Background: an optimization exercise with open tools, aiming at small area, a short achievable clock period and few clock cycles per item. Do not read the settings as production practice. RTL that was checked went through simulation tests only; none was proved equivalent to the original. No activity file was given, so power comes from the tool's default toggle rates.

raven:
Design expu_accumulator, start of the top module:
module expu_accumulator #(
    parameter int EXP_BITS  = 8,
    parameter int MANT_BITS = 7,
    parameter int N_ROWS    = 8,
    parameter int ACC_WIDTH = 32,
    parameter int ACC_FRAC  = 16,
    localparam int WIDTH    = EXP_BITS + MANT_BITS + 1
) (
    input  logic                      clk_i,
    input  logic                      rst_ni,
    input  logic                      clear_i,
    input  logic                      enable_i,
    input  logic                      valid_i,
    output logic                      ready_o,
    input  logic [N_ROWS-1:0]         strb_i,
    input  logic [N_ROWS*WIDTH-1:0]   op_i,
    input  logic                      last_i,
    output logic [ACC_WIDTH-1:0]      sum_o,
    output logic                      overflow_o,
    output logic                      valid_o,
    input  logic                      ready_i
);
Size in the first run: roughly 1,400 cells after synthesis, about 180 I/O pins, roughly 0.013 mm^2 of cells after synthesis.
export LEC_CHECK = 0
export CAP_MARGIN = 20
export CORE_MARGIN = 2
export CORE_UTILIZATION = 40
export CTS_BUF_LIST = sky130_fd_sc_hd__clkbuf_4 sky130_fd_sc_hd__clkbuf_8
export SLEW_MARGIN = 20
export SYNTH_HIERARCHICAL = 1
create_clock -name core_clock -period 22.0 [get_ports {clk_i}]
standard.sh (not shown) runs the stock make flow with config.mk's settings and CLKGATE_MAP_FILE= SYNTH_SCRIPT=/design/flow/synth_recipe.tcl, a recipe that flattens the netlist after the stock synthesis.
==> flow/flow/run.sh <==
#!/bin/bash
# The standard layout (standard.sh: the ORFS flow, standard synthesis included), with two
# changes: the input and output port buffers are the smallest plain buffer, buf_1, instead of the
# cell buffer_ports picks by itself (a 10 um2 delay buffer); and timing repair aims at a setup
# slack of 12.6 ns on the design's clock, so that it speeds up the critical paths.
set -euo pipefail
export BUFFER_PORTS_ARGS="-buffer_cell sky130_fd_sc_hd__buf_1"
export SETUP_SLACK_MARGIN=12.6
bash standard.sh > standard_make.log 2>&1
Looking at the reports, raven completed the entire flow and the layout it produced met the timing, design-rule and antenna checks.
Edits applied to the flow inputs when going from raven to pepper:
diff --git a/flow/design.v b/flow/design.v
--- a/flow/design.v
+++ b/flow/design.v
@@ -157,15 +157,17 @@
         end
         for (genvar k = 0; k < 15; k++) begin : g_f
             if (k < 4)       assign f[k] = h[k] & ~e[2];
             else if (k < 11) assign f[k] = e[2] ? h[k-4] : h[k];
             else             assign f[k] = h[k-4] & e[2];
         end
-        for (genvar k = 0; k < 5; k++) begin : g_oh
-            assign oh[k] = on & (e[7:3] == 5'(13 + k));
-        end
+        assign oh[0] = on & (e == 8'd111);
+        assign oh[1] = on & (e[7:3] == 5'd14);
+        assign oh[2] = on & (e[7:3] == 5'd15);
+        assign oh[3] = on & (e[7:3] == 5'd16);
+        assign oh[4] = on & (e[7:3] == 5'd17) & (e[2:0] != 3'd7);
         for (genvar j = 0; j < ACC_WIDTH; j++) begin : g_val
             logic t;
             always_comb begin
                 t = 1'b0;
                 for (int k = 0; k < 5; k++)
                     if (j + 14 - 8*k >= 0 && j + 14 - 8*k <= 14) t = t | (oh[k] & f[j + 14 - 8*k]);
- Re count of pins over their slew limit: no difference whatsoever between pepper and raven.
- Going from raven to pepper, arithmetic-cell share of the synthesized area counting full adders, half adders and majority gates grew by 1.9 points; total clock network power fell by 23%; average via count per standard cell now smaller.
- raven → pepper: worst hold-check slack moved down; synthesized area went down by about 4.5%.
- Compare pepper and raven | power attributed to combinational cells higher: raven
- Per the comparison of pepper with raven, count of inverters not on the clock network in the layout fell 49%; post-route core utilization fell 0.40 points; global-route usage fell 1.1 points.
Testbench counts of pepper, summed over its fixed seeds: cycles 4,808, items 4,800.
The RTL of raven was laid out without a check of its function.


expu_accumulator, a different RTL version from the one above (not shown whole).
For scale: about 180 I/O pins, roughly 13000 um^2 of cells after synthesis.
export LEC_CHECK = 0
export CAP_MARGIN = 20
export CORE_MARGIN = 2
export CORE_UTILIZATION = 40
export CTS_BUF_LIST = sky130_fd_sc_hd__clkbuf_4 sky130_fd_sc_hd__clkbuf_8
export SLEW_MARGIN = 20
export SYNTH_HIERARCHICAL = 1
create_clock -name core_clock -period 22.0 [get_ports {clk_i}]
==> flow/flow/run.sh <==
#!/bin/bash
# The standard layout (standard.sh: the ORFS flow, standard synthesis included), with two
# changes: the input and output port buffers are the smallest plain buffer, buf_1, instead of the
# cell buffer_ports picks by itself (a 10 um2 delay buffer); and timing repair aims at a setup
# slack of 12.7 ns on the design's clock, so that it speeds up the critical paths.
set -euo pipefail
export BUFFER_PORTS_ARGS="-buffer_cell sky130_fd_sc_hd__buf_1"
export SETUP_SLACK_MARGIN=12.7
bash standard.sh > standard_make.log 2>&1
The first run finished clean.
Change:
--- a/flow/design.v
+++ b/flow/design.v
@@ -19,27 +19,20 @@
 endmodule
 module expu_ready (
     input  logic enable,
     input  logic clear,
     input  logic busy,
     input  logic ready_in,
     output logic ready
 );
     assign ready = enable & ~clear & (~busy | ready_in);
 endmodule
-module expu_gate5 (
-    input  logic [4:0] pre,
-    input  logic       en,
-    output logic [4:0] oh
-);
-    assign oh = pre & {5{en}};
-endmodule
 module expu_or8 (
     input  logic [7:0] a,
     output logic       y
 );
     assign y = |a;
 endmodule
 module expu_add4_lo (
     input  logic [3:0] a,
     input  logic [3:0] b,
     output logic [3:0] s,
@@ -154,47 +147,46 @@
     assign keep     = part_q | (valid_q & ~handover);
     assign acc_base = acc_q & {ACC_WIDTH{keep}};
     assign cy_base  = cy_q & {(N_BLK-1){keep}};
     for (genvar i = 0; i < N_ROWS; i++) begin : g_lane
         logic [15:0] x;
         logic [7:0]  e;
         logic        on;
         logic [8:0]  g;
         logic [10:0] h;
         logic [14:0] f;
-        logic [4:0]  pre, oh;
+        logic [4:0]  oh;
         assign x  = op_i[i*WIDTH +: WIDTH];
         assign e  = x[14:7];
-        assign on = strb_i[i] & ~x[15];
-        assign lane_sat[i] = accept & on & (e >= 8'd143);
+        assign on = accept & strb_i[i] & ~x[15];
+        assign lane_sat[i] = on & (e >= 8'd143);
         assign g[0] = x[0] & ~e[0];
         for (genvar k = 1; k < 7; k++) begin : g_g
             assign g[k] = e[0] ? x[k-1] : x[k];
         end
         assign g[7] = e[0] ? x[6] : 1'b1;
         assign g[8] = e[0];
         for (genvar k = 0; k < 11; k++) begin : g_h
             if (k < 2)      assign h[k] = g[k] & ~e[1];
             else if (k < 9) assign h[k] = e[1] ? g[k-2] : g[k];
             else            assign h[k] = g[k-2] & e[1];
         end
         for (genvar k = 0; k < 15; k++) begin : g_f
             if (k < 4)       assign f[k] = h[k] & ~e[2];
             else if (k < 11) assign f[k] = e[2] ? h[k-4] : h[k];
             else             assign f[k] = h[k-4] & e[2];
         end
-        assign pre[0] = on & (e == 8'd111);
-        assign pre[1] = on & (e[7:3] == 5'd14);
-        assign pre[2] = on & (e[7:3] == 5'd15);
-        assign pre[3] = on & (e[7:3] == 5'd16);
-        assign pre[4] = on & (e[7:3] == 5'd17) & (e[2:0] != 3'd7);
-        expu_gate5 u_gate (.pre(pre), .en(accept), .oh(oh));
+        assign oh[0] = on & (e == 8'd111);
+        assign oh[1] = on & (e[7:3] == 5'd14);
+        assign oh[2] = on & (e[7:3] == 5'd15);
+        assign oh[3] = on & (e[7:3] == 5'd16);
+        assign oh[4] = on & (e[7:3] == 5'd17) & (e[2:0] != 3'd7);
         for (genvar j = 0; j < ACC_WIDTH; j++) begin : g_val
             logic t;
             always_comb begin
                 t = 1'b0;
                 for (int k = 0; k < 5; k++)
                     if (j + 14 - 8*k >= 0 && j + 14 - 8*k <= 14) t = t | (oh[k] & f[j + 14 - 8*k]);
             end
             assign lane_val[i][j] = t;
         end
     end
Result: Setup slack is worse by 0.015 ns. Sequential share of layout area went up by 0.20 points. Core utilization went up by 0.45 points. Wire length went down by 1.4%. Total power went up by 8.3%. Synthesized area went down by 4.9%. Via count went down by 1.3%. Critical path depth went up by 1. Non-clock buffer count went up by 3. Die area went down by 4.8%. Fmax barely changes. Hold slack is better by 0.019 ns. Sequential power is about the same. Flip-flop and latch count is unchanged.
No functional check of the RTL was part of any run of this note.


oak:
expu_accumulator, a different RTL version from the one above (not shown whole).
Size: about 1300 cells after synthesis, ~38 flip-flops, roughly 180 I/O pins, about 0.012 mm² of cells after synthesis.
export LEC_CHECK = 0
export CAP_MARGIN = 20
export CORE_MARGIN = 2
export CORE_UTILIZATION = 40
export SLEW_MARGIN = 70
export SYNTH_HIERARCHICAL = 1
create_clock -name core_clock -period 22.0 [get_ports {clk_i}]
==> flow/flow/run.sh <==
#!/bin/bash
# The standard layout (standard.sh: the ORFS flow, standard synthesis included), with one
# change: the input and output port buffers are the smallest plain buffer, buf_1, instead of the
# cell buffer_ports picks by itself (a 10 um2 delay buffer).
set -euo pipefail
export BUFFER_PORTS_ARGS="-buffer_cell sky130_fd_sc_hd__buf_1"
bash standard.sh > standard_make.log 2>&1
Testbench counts of oak, summed over its fixed seeds: cycles 4,808, items 4,800.
What pine does differently from oak at the input level:
--- a/flow/design.v
+++ b/flow/design.v
@@ -12,47 +12,46 @@
     input  logic a,
     input  logic b,
     output logic s,
     output logic co
 );
     assign s  = a ^ b;
     assign co = a & b;
 endmodule
-module expu_add8 (
+module expu_or8 (
     input  logic [7:0] a,
-    input  logic [7:0] b,
+    input  logic       e,
+    output logic       y
+);
+    assign y = (|a) | e;
+endmodule
+module expu_add4 (
+    input  logic [3:0] a,
+    input  logic [3:0] b,
     input  logic       ci,
     input  logic       xi,
-    output logic [7:0] s,
+    output logic [3:0] s,
     output logic       co
 );
-    logic [7:0] p, g, c;
-    logic       g10, p10, g32, p32, g54, p54, g76, p76, g7654, p7654;
-    for (genvar i = 0; i < 8; i++) begin : g_pg
+    logic [3:0] p, g, c;
+    logic       g32, p32, g10, p10;
+    for (genvar i = 0; i < 4; i++) begin : g_pg
         expu_ha u_pg (.a(a[i]), .b(b[i]), .s(p[i]), .co(g[i]));
     end
-    assign c[0]  = p[0] ? ci : g[0];
-    assign c[1]  = g[1] | (p[1] & c[0]);
-    assign g32   = p[3] ? g[2] : g[3];
-    assign p32   = p[3] & p[2];
-    assign c[2]  = p[2] ? c[1] : g[2];
-    assign c[3]  = g32 | (p32 & c[1]);
-    assign g54   = p[5] ? g[4] : g[5];
-    assign p54   = p[5] & p[4];
-    assign g76   = p[7] ? g[6] : g[7];
-    assign p76   = p[7] & p[6];
-    assign g7654 = g76 | (p76 & g54);
-    assign p7654 = p76 & p54;
-    assign c[4]  = p[4] ? c[3] : g[4];
-    assign c[5]  = g54 | (p54 & c[3]);
-    assign c[6]  = g[6] | (p[6] & c[5]);
-    assign c[7]  = g7654 | (p7654 & c[3]);
-    assign s     = p ^ {c[6:0], ci};
-    assign co    = c[7] | xi;
+    assign g10  = g[1] | (p[1] & g[0]);
+    assign p10  = p[1] & p[0];
+    assign g32  = g[3] | (p[3] & g[2]);
+    assign p32  = p[3] & p[2];
+    assign c[0] = g[0] | (p[0] & ci);
+    assign c[1] = g10 | (p10 & ci);
+    assign c[2] = g[2] | (p[2] & c[1]);
+    assign c[3] = g32 | (p32 & c[1]);
+    assign s    = p ^ {c[2:0], ci};
+    assign co   = c[3] | xi;
 endmodule
 module expu_accumulator #(
     parameter int EXP_BITS  = 8,
     parameter int MANT_BITS = 7,
     parameter int N_ROWS    = 8,
     parameter int ACC_WIDTH = 32,
     parameter int ACC_FRAC  = 16,
     localparam int WIDTH    = EXP_BITS + MANT_BITS + 1
@@ -66,17 +65,17 @@
     input  logic [N_ROWS-1:0]         strb_i,
     input  logic [N_ROWS*WIDTH-1:0]   op_i,
     input  logic                      last_i,
     output logic [ACC_WIDTH-1:0]      sum_o,
     output logic                      overflow_o,
     output logic                      valid_o,
     input  logic                      ready_i
 );
-    localparam int BLK   = 8;                   
+    localparam int BLK   = 4;                   
     localparam int N_BLK = ACC_WIDTH / BLK;
     logic                 valid_q, part_q, ovf_q;
     logic [ACC_WIDTH-1:0] acc_q;                
     logic [N_BLK-1:1]     cy_q;                 
     logic                 handover, accept, keep;
     logic [N_ROWS-1:0]    lane_sat;
     logic [ACC_WIDTH-1:0] lane_val [N_ROWS];
     logic [ACC_WIDTH-1:0] acc_base, row_a, row_b, total;
@@ -389,33 +388,33 @@
     expu_fa u_fa216 (.a(tc183), .b(ts184), .c(ts147), .s(ts216), .co(tc216));
     expu_fa u_fa217 (.a(tc184), .b(ts185), .c(ts149), .s(ts217), .co(tc217));
     expu_fa u_fa218 (.a(tc185), .b(ts186), .c(ts151), .s(ts218), .co(tc218));
     expu_fa u_fa219 (.a(tc186), .b(ts187), .c(ts153), .s(ts219), .co(tc219));
     expu_fa u_fa220 (.a(tc187), .b(ts188), .c(ts155), .s(ts220), .co(tc220));
     expu_fa u_fa221 (.a(tc188), .b(ts189), .c(ts157), .s(ts221), .co(tc221));
     assign row_a = {tc220, tc219, tc218, tc217, tc216, tc215, tc214, tc213, tc212, tc211, tc210, tc209, tc208, tc207, tc206, tc205, tc204, tc203, tc202, tc201, tc200, tc199, tc198, tc197, tc196, tc195, tc194, tc193, tc192, tc191, tc190, ts190};
     assign row_b = {ts221, ts220, ts219, ts218, ts217, ts216, ts215, ts214, ts213, ts212, ts211, ts210, ts209, ts208, ts207, ts206, ts205, ts204, ts203, ts202, ts201, ts200, ts199, ts198, ts197, ts196, ts195, ts194, ts193, ts192, ts191, acc_base[0]};
-    assign tree_high = tc92 | tc93 | tc94 | tc156 | tc157 | tc189 | tc221;
-    assign ovf_early = (keep & ovf_q) | (|lane_sat) | tree_high;
+    expu_or8 u_high (.a({1'b0, tc221, tc189, tc157, tc156, tc94, tc93, tc92}), .e(ovf_early), .y(tree_high));
+    assign ovf_early = (keep & ovf_q) | (|lane_sat);
     for (genvar k = 0; k < N_BLK; k++) begin : g_blk
         logic ci, xi, co;
         if (k == 0) begin : g_c0
             assign ci = 1'b0;
         end else begin : g_ck
             assign ci = cy_base[k];
         end
         if (k == N_BLK - 1) begin : g_top
-            assign xi    = ovf_early;
+            assign xi    = tree_high;
             assign ovf_d = co;
         end else begin : g_mid
             assign xi        = 1'b0;
             assign cy_d[k+1] = co;
         end
-        expu_add8 u_add (
+        expu_add4 u_add (
             .a  (row_a[BLK*k +: BLK]),
             .b  (row_b[BLK*k +: BLK]),
             .ci (ci),
             .xi (xi),
             .s  (total[BLK*k +: BLK]),
             .co (co)
         );
     end
Results
[compare] base=oak new=pine: distinct cell type count after synthesis fell 1, cell area rose about 2%. Minimum clock period after layout came out lower on pine than on oak. Number of DRC markers after the initial detailed-route iteration (oak / pine): 1.08. The busiest metal layer after global routing comes out met1 in one run and met2 in the other, namely in oak and pine respectively. oak ended up with fewer cell instances than pine did.
Testbench counts of pine, summed over its fixed seeds: cycles 4,808, items 4,800.


Setup of the reference run:
RTL: one of the versions met above, not the one the previous note started from.
Size in the first run: ~1400 cells after synthesis, roughly 42 flip-flops, ~180 I/O pins, roughly 12000 um^2 of cells after synthesis.
clock: 22.0 ns
lec_check: 0
cap_margin: 20
core_margin: 2
core_utilization: 40
slew_margin: 20
synth_hierarchical: 1
Scripts as last shown in full above: flow/flow/run.sh
Testbench counts of the reference run, summed over its fixed seeds: cycles 4,808, items 4,800.
#### Input delta (the trial run over the reference run)
--- a/flow/design.v
+++ b/flow/design.v
@@ -12,46 +12,47 @@
     input  logic a,
     input  logic b,
     output logic s,
     output logic co
 );
     assign s  = a ^ b;
     assign co = a & b;
 endmodule
-module expu_or8 (
+module expu_add8 (
     input  logic [7:0] a,
-    input  logic       e,
-    output logic       y
-);
-    assign y = (|a) | e;
-endmodule
-module expu_add4 (
-    input  logic [3:0] a,
-    input  logic [3:0] b,
+    input  logic [7:0] b,
     input  logic       ci,
     input  logic       xi,
-    output logic [3:0] s,
+    output logic [7:0] s,
     output logic       co
 );
-    logic [3:0] p, g, c;
-    logic       g32, p32, g10, p10;
-    for (genvar i = 0; i < 4; i++) begin : g_pg
+    logic [7:0] p, g, c;
+    logic       g10, p10, g32, p32, g54, p54, g76, p76, g7654, p7654;
+    for (genvar i = 0; i < 8; i++) begin : g_pg
         expu_ha u_pg (.a(a[i]), .b(b[i]), .s(p[i]), .co(g[i]));
     end
-    assign g10  = g[1] | (p[1] & g[0]);
-    assign p10  = p[1] & p[0];
-    assign g32  = g[3] | (p[3] & g[2]);
-    assign p32  = p[3] & p[2];
-    assign c[0] = g[0] | (p[0] & ci);
-    assign c[1] = g10 | (p10 & ci);
-    assign c[2] = g[2] | (p[2] & c[1]);
-    assign c[3] = g32 | (p32 & c[1]);
-    assign s    = p ^ {c[2:0], ci};
-    assign co   = c[3] | xi;
+    assign c[0]  = p[0] ? ci : g[0];
+    assign c[1]  = g[1] | (p[1] & c[0]);
+    assign g32   = p[3] ? g[2] : g[3];
+    assign p32   = p[3] & p[2];
+    assign c[2]  = p[2] ? c[1] : g[2];
+    assign c[3]  = g32 | (p32 & c[1]);
+    assign g54   = p[5] ? g[4] : g[5];
+    assign p54   = p[5] & p[4];
+    assign g76   = p[7] ? g[6] : g[7];
+    assign p76   = p[7] & p[6];
+    assign g7654 = g76 | (p76 & g54);
+    assign p7654 = p76 & p54;
+    assign c[4]  = p[4] ? c[3] : g[4];
+    assign c[5]  = g54 | (p54 & c[3]);
+    assign c[6]  = g[6] | (p[6] & c[5]);
+    assign c[7]  = g7654 | (p7654 & c[3]);
+    assign s     = p ^ {c[6:0], ci};
+    assign co    = c[7] | xi;
 endmodule
 module expu_accumulator #(
     parameter int EXP_BITS  = 8,
     parameter int MANT_BITS = 7,
     parameter int N_ROWS    = 8,
     parameter int ACC_WIDTH = 32,
     parameter int ACC_FRAC  = 16,
     localparam int WIDTH    = EXP_BITS + MANT_BITS + 1
@@ -65,17 +66,17 @@
     input  logic [N_ROWS-1:0]         strb_i,
     input  logic [N_ROWS*WIDTH-1:0]   op_i,
     input  logic                      last_i,
     output logic [ACC_WIDTH-1:0]      sum_o,
     output logic                      overflow_o,
     output logic                      valid_o,
     input  logic                      ready_i
 );
-    localparam int BLK   = 4;                   
+    localparam int BLK   = 8;                   
     localparam int N_BLK = ACC_WIDTH / BLK;
     logic                 valid_q, part_q, ovf_q;
     logic [ACC_WIDTH-1:0] acc_q;                
     logic [N_BLK-1:1]     cy_q;                 
     logic                 handover, accept, keep;
     logic [N_ROWS-1:0]    lane_sat;
     logic [ACC_WIDTH-1:0] lane_val [N_ROWS];
     logic [ACC_WIDTH-1:0] acc_base, row_a, row_b, total;
@@ -388,33 +389,33 @@
     expu_fa u_fa216 (.a(tc183), .b(ts184), .c(ts147), .s(ts216), .co(tc216));
     expu_fa u_fa217 (.a(tc184), .b(ts185), .c(ts149), .s(ts217), .co(tc217));
     expu_fa u_fa218 (.a(tc185), .b(ts186), .c(ts151), .s(ts218), .co(tc218));
     expu_fa u_fa219 (.a(tc186), .b(ts187), .c(ts153), .s(ts219), .co(tc219));
     expu_fa u_fa220 (.a(tc187), .b(ts188), .c(ts155), .s(ts220), .co(tc220));
     expu_fa u_fa221 (.a(tc188), .b(ts189), .c(ts157), .s(ts221), .co(tc221));
     assign row_a = {tc220, tc219, tc218, tc217, tc216, tc215, tc214, tc213, tc212, tc211, tc210, tc209, tc208, tc207, tc206, tc205, tc204, tc203, tc202, tc201, tc200, tc199, tc198, tc197, tc196, tc195, tc194, tc193, tc192, tc191, tc190, ts190};
     assign row_b = {ts221, ts220, ts219, ts218, ts217, ts216, ts215, ts214, ts213, ts212, ts211, ts210, ts209, ts208, ts207, ts206, ts205, ts204, ts203, ts202, ts201, ts200, ts199, ts198, ts197, ts196, ts195, ts194, ts193, ts192, ts191, acc_base[0]};
-    expu_or8 u_high (.a({1'b0, tc221, tc189, tc157, tc156, tc94, tc93, tc92}), .e(ovf_early), .y(tree_high));
-    assign ovf_early = (keep & ovf_q) | (|lane_sat);
+    assign tree_high = tc92 | tc93 | tc94 | tc156 | tc157 | tc189 | tc221;
+    assign ovf_early = (keep & ovf_q) | (|lane_sat) | tree_high;
     for (genvar k = 0; k < N_BLK; k++) begin : g_blk
         logic ci, xi, co;
         if (k == 0) begin : g_c0
             assign ci = 1'b0;
         end else begin : g_ck
             assign ci = cy_base[k];
         end
         if (k == N_BLK - 1) begin : g_top
-            assign xi    = tree_high;
+            assign xi    = ovf_early;
             assign ovf_d = co;
         end else begin : g_mid
             assign xi        = 1'b0;
             assign cy_d[k+1] = co;
         end
-        expu_add4 u_add (
+        expu_add8 u_add (
             .a  (row_a[BLK*k +: BLK]),
             .b  (row_b[BLK*k +: BLK]),
             .ci (ci),
             .xi (xi),
             .s  (total[BLK*k +: BLK]),
             .co (co)
         );
     end
- Clock power in the trial run is about 2% above the reference run.
- The trial run vs the reference run: placeable core region down by a few percent
- Of the reference run and the trial run, the run reporting the higher final estimated routing congestion in global placement was the trial run.
- Changes observed in the trial run relative to the reference run: non-clock buffer count shows a reduction of 3, global-route usage over all layers now sits higher, number of global-route vias before repair decreased by about 8% relative to the old numbers, total area of sequential cells went down 9.4%, achievable clock frequency now smaller.
- Of the two candidates, the reference run has the worse power and the trial run the better one.
Testbench counts of the trial run, summed over its fixed seeds: cycles 4,808, items 4,800.

## separate check: timing with driven ports
The flow's constraints put no driver on any port. The routed layouts listed below were extracted and timed again, unchanged, in two steps. Step 1 (the two cells are an assumption about what drives the block):
set clk [get_ports {clk_i}]
set_driving_cell -lib_cell sky130_fd_sc_hd__clkbuf_16 $clk
set_driving_cell -lib_cell sky130_fd_sc_hd__buf_2 [delete_from_list [all_inputs] $clk]
Step 2, shift: input delay + t, output delay - t, t = (earliest + latest rising clock arrival at the registers) / 2. This alone moves slack from input paths to output paths. a / b / c = no drivers / after step 1 / after step 2; a / b = the first two.
| run | shift t [ns] | setup slack, ns | worst setup path after step 2 | slew at the worst register clock pin (ns) | pins driven straight from the clock port |
|---|---|---|---|---|---|
| raven | 0.372 | 12.622 / 12.591 / 12.475 | input to register | 0.12 / 0.12 | 1 |
| pepper | 0.342 | 12.671 / 12.651 / 12.401 | input to register | 0.10 / 0.10 | 1 |
| the first run of note 2 | 0.338 | 12.747 / 12.724 / 12.687 | input to register | 0.10 / 0.10 | 1 |
| the second run of note 2 | 0.353 | 12.731 / 12.708 / 12.494 | input to register | 0.09 / 0.09 | 1 |
| oak | 0.337 | 12.298 / 12.316 / 11.979 | input to register | 0.07 / 0.07 | 1 |
| pine | 0.342 | 12.376 / 12.390 / 12.048 | input to register | 0.07 / 0.07 | 1 |
| the reference run | 0.339 | 12.479 / 12.490 / 12.151 | input to register | 0.07 / 0.07 | 1 |
| the trial run | 0.331 | 11.946 / 11.961 / 11.630 | input to register | 0.07 / 0.07 | 1 |
After both steps every run listed still meets setup and hold.
